Context: an optimization exercise on an open-source flow, tuned for small area and a short achievable clock period. The choices shown serve that exercise and are no tape-out recipe. The RTL was checked by simulation tests, not by an equivalence proof against the original design. No driver is modelled on the clock port, so clock power and skew are understated where the tree is cut down; a real chip needs a root buffer or a tree. Power is estimated from default activity; no workload was simulated.

Setup of north:
Design exp_bf16_top, start of the top module:
module exp_bf16_top
(
    input  logic        clk,
    input  logic        rst,
    input  logic        valid_i,
    input  logic [15:0] data_i,
    output logic        valid_o,
    output logic [15:0] data_o
);
For scale: about 120 flip-flops, roughly 36 I/O pins, about 8200 sq um of cells after synthesis.
Settings: LEC_CHECK=0, ABC_AREA=1, CAP_MARGIN=20, CORE_MARGIN=2, CORE_UTILIZATION=60, SLEW_MARGIN=20; clock period 11.5 ns.
run.sh (not shown) runs the stock make flow with config.mk's settings and CLKGATE_MAP_FILE= SYNTH_SCRIPT=/design/flow/synth_recipe.tcl, a recipe that flattens the netlist after the stock synthesis.
diff inputs: north => south
--- a/flow/config.mk
+++ b/flow/config.mk
@@ -7,6 +7,5 @@
 export LEC_CHECK = 0
-export ABC_AREA = 1
 export CAP_MARGIN = 20
 export CORE_MARGIN = 2
-export CORE_UTILIZATION = 60
+export CORE_UTILIZATION = 40
 export SLEW_MARGIN = 20
[summary]
Number of cells in the design after placement, south and north: smaller value in south. Every stage of the flow completed for south, and the final layout passed the timing, design-rule and antenna checks. [compare] base=north new=south: sequential power increased by about 8% relative to the old numbers; maximum level of the CTS H-tree barely changed; iteration-0 DRC count of the detailed router down 11%; overall power now larger; area growth from synthesis to final layout shrank by 1.3 points. Against north, final instance area in south rose by a little under 10%. Relative to north, the sequential fraction of total cell area of south is lower by 2.0 points. On required time reported for the critical path endpoint, south and north are basically level.
## Diff of input files: east against south
==> flow/flow/run.sh (new file) <==
#!/bin/bash
# The standard layout, with repair_timing aiming for more setup slack than
# the design's period leaves, so that the achieved period gets shorter. The
# clock period and every constraint stay the design's.
set -euo pipefail
bash standard.sh SETUP_SLACK_MARGIN=8 finish > standard_flow.log 2>&1
==> flow/standard.sh (new file) <==
#!/bin/bash
# synth_recipe.tcl (not shown) runs the flow's synth.tcl, then flattens the netlist and writes it again
# the make line also repeats each setting of config.mk as NAME=value (left out here)
make -C /OpenROAD-flow-scripts/flow DESIGN_CONFIG=/design/flow/config.mk WORK_HOME=/design/flow/orfs CLKGATE_MAP_FILE= SYNTH_SCRIPT=/design/flow/synth_recipe.tcl "${@:-finish}"
--- a/flow/config.mk
+++ b/flow/config.mk
@@ -7,5 +7,6 @@
 export LEC_CHECK = 0
+export ABC_AREA = 1
 export CAP_MARGIN = 20
 export CORE_MARGIN = 2
-export CORE_UTILIZATION = 40
+export CORE_UTILIZATION = 60
 export SLEW_MARGIN = 20
removed: flow/run.sh
[summary]
east vs south: clock network contribution to total cell area up. | pin count of the biggest net entering global routing | east vs south | about 13% lower |. Between east and south, the clock-buffer cell count is lower for east.

* * *

Setup of run A:
Another version of the RTL of exp_bf16_top (not shown whole).
Size in the first run: roughly 1200 cells after synthesis, ~36 I/O pins.
export LEC_CHECK = 0
export ABC_AREA = 1
export CAP_MARGIN = 20
export CORE_MARGIN = 2
export CORE_UTILIZATION = 60
export CTS_BUF_LIST = sky130_fd_sc_hd__clkbuf_8
export CTS_CLUSTER_SIZE = 30
export SLEW_MARGIN = 20
create_clock -name core_clock -period 11.5 [get_ports {clk}]
standard.sh (not shown) runs the stock make flow with config.mk's settings and CLKGATE_MAP_FILE= SYNTH_SCRIPT=/design/flow/synth_recipe.tcl, a recipe that flattens the netlist after the stock synthesis.
==> flow/flow/run.sh <==
#!/bin/bash
# The standard layout, with three changes to how it is made (the clock
# period and every constraint stay the design's):
# - repair_timing aims for more setup slack than the design's period leaves;
# - the ports get plain buffers instead of delay cells;
# - the clock network is four clock buffers fed by the clock port, one per
#   quarter of the registers, instead of TritonCTS's two-level H-tree
#   (flow/clock_pre_cts.tcl).
set -euo pipefail
here=$(pwd)
bash standard.sh SETUP_SLACK_MARGIN=8.5 \
  "BUFFER_PORTS_ARGS=-buffer_cell sky130_fd_sc_hd__buf_1" \
  "PRE_CTS_TCL=$here/flow/clock_pre_cts.tcl" \
  finish > standard_flow.log 2>&1
==> flow/flow/clock_pre_cts.tcl <==
# Clock network in place of TritonCTS: the clock port drives four
# clkbuf_16, one per quarter of the registers (split at the median x, then
# at the median y of each half), each placed at the centre of its
# registers. Every register is one buffer away from the port, so the
# clock arrives at them all alike. Sourced by ORFS's cts.tcl as
# PRE_CTS_TCL; clock_tree_synthesis is then skipped, and the rest of
# cts.tcl (legalisation, repair_timing) runs as usual.
set block [ord::get_db_block]
set db [ord::get_db]
set clknet [$block findNet clk]
set master [$db findMaster sky130_fd_sc_hd__clkbuf_16]
set sinks {}
foreach it [$clknet getITerms] {
  set b [[$it getInst] getBBox]
  lappend sinks [list $it [expr {([$b xMin] + [$b xMax]) / 2}] [expr {([$b yMin] + [$b yMax]) / 2}]]
}
proc halves {items idx} {
  set s [lsort -integer -index $idx $items]
  set h [expr {[llength $s] / 2}]
  return [list [lrange $s 0 [expr {$h - 1}]] [lrange $s $h end]]
}
set groups {}
foreach half [halves $sinks 1] {
  foreach q [halves $half 2] { lappend groups $q }
}
set k 0
foreach g $groups {
  set sx 0; set sy 0
  foreach s $g { set sx [expr {$sx + [lindex $s 1]}]; set sy [expr {$sy + [lindex $s 2]}] }
  set n [llength $g]
  set inst [odb::dbInst_create $block $master clkbuf_q$k]
  $inst setLocation [expr {$sx / $n}] [expr {$sy / $n}]
  $inst setPlacementStatus PLACED
  set net [odb::dbNet_create $block clknet_q$k]
  $net setSigType CLOCK
  [$inst findITerm A] connect $clknet
  [$inst findITerm X] connect $net
  foreach s $g { set it [lindex $s 0]; $it disconnect; $it connect $net }
  puts "clock buffer clkbuf_q$k: $n registers"
  incr k
}
proc clock_tree_synthesis {args} {
  puts "clock_tree_synthesis skipped: the clock network was built by clock_pre_cts.tcl"
}
Run A: full flow OK, the timing, design-rule and antenna checks passed
Inputs modified between run A and run B:
-- flow/flow/run.sh --
<<< run A, line 11
bash standard.sh SETUP_SLACK_MARGIN=8.5 \
>>> run B, line 11
bash standard.sh SETUP_SLACK_MARGIN=8.75 \
### Flow results
Compared with run A, run B shows wire length after detailed routing that has gone up slightly.
Sequential share of cell area: run B < run A
Run B against run A: switching fraction of total power down 0.24 points, I/O pin count flat.
Sort run A and run B by portion of total power attributed to the clock network, descending, and run A comes first.
Here is what was changed in the inputs of run C compared with run B.
-- flow/flow/run.sh --
<<< run B, line 11
bash standard.sh SETUP_SLACK_MARGIN=8.75 \
>>> run C, line 11
bash standard.sh SETUP_SLACK_MARGIN=8.6 \
Results
Run B completed; timing, DRC and antenna clean
Per the final summary, run C finished and its layout is clean on timing, DRC and antenna.
Detailed-routed wire length on met3, run C and run B: larger value in run C
Re power: run C is about 2% down on run B.
Run C vs. run B: final cycle utilization of the critical path held steady; routed length per instance moved down; via count of the first global-routing pass dropped 24; internal reg-to-reg setup slack shows no meaningful change.
Inputs modified between run C and run D:
- changing CORE_UTILIZATION from 60 to 65
- removing CTS_BUF_LIST (formerly sky130_fd_sc_hd__clkbuf_8)
- removing CTS_CLUSTER_SIZE (formerly 30)
## What came out
Final cycle utilization of the critical path: run C vs run D — no meaningful difference
Diff run C..run D | top-level I/O count | unchanged
Worst setup slack: run D vs run C — no meaningful difference
Max routed wire length across run D and run C: run D
The final reports for run D and run C show combinational cell fraction of total power higher in the former.
~same final area in run D and run C
Of the two candidates, run C has the better power and run D the worse one.
In run D the first-pass GRT wire length turned out 0.43% lower than in run C.
No run of this note takes its clock network from TritonCTS; it comes from the design's own scripts or RTL.

re-timing with driven ports:
How much do the figures lean on ideal ports? The routed layouts below were timed once more, with nothing changed but the port constraints.
Step 1, drivers: a clkbuf_16 drives clk and a buf_2 each remaining input, both assumed.
Step 2, shift: input delay + t, output delay - t, t = (earliest + latest rising clock arrival at the registers) / 2. This alone moves slack from input paths to output paths.
a / b / c = ideal / step 1 / step 2; a / b = the first two.
run | shift t [ns] | setup slack, ns | worst setup path at the end | worst data-port slew with drivers (ns) | cell pins on the clock port's net
north | 0.456 | 7.710 / 7.710 / 7.710 | register to register | 0.03 | 1
south | 0.459 | 7.073 / 7.073 / 7.073 | register to register | 0.03 | 1
east | 0.457 | 8.162 / 8.162 / 8.162 | register to register | 0.03 | 1
run A | 0.245 | 8.569 / 8.484 / 8.646 | register to register | 0.03 | 4
run B | 0.246 | 8.594 / 8.508 / 8.731 | register to register | 0.03 | 4
run C | 0.244 | 8.592 / 8.507 / 8.716 | register to register | 0.03 | 4
run D | 0.244 | 8.590 / 8.508 / 8.695 | register to register | 0.03 | 4
After both steps every run listed still meets setup and hold.
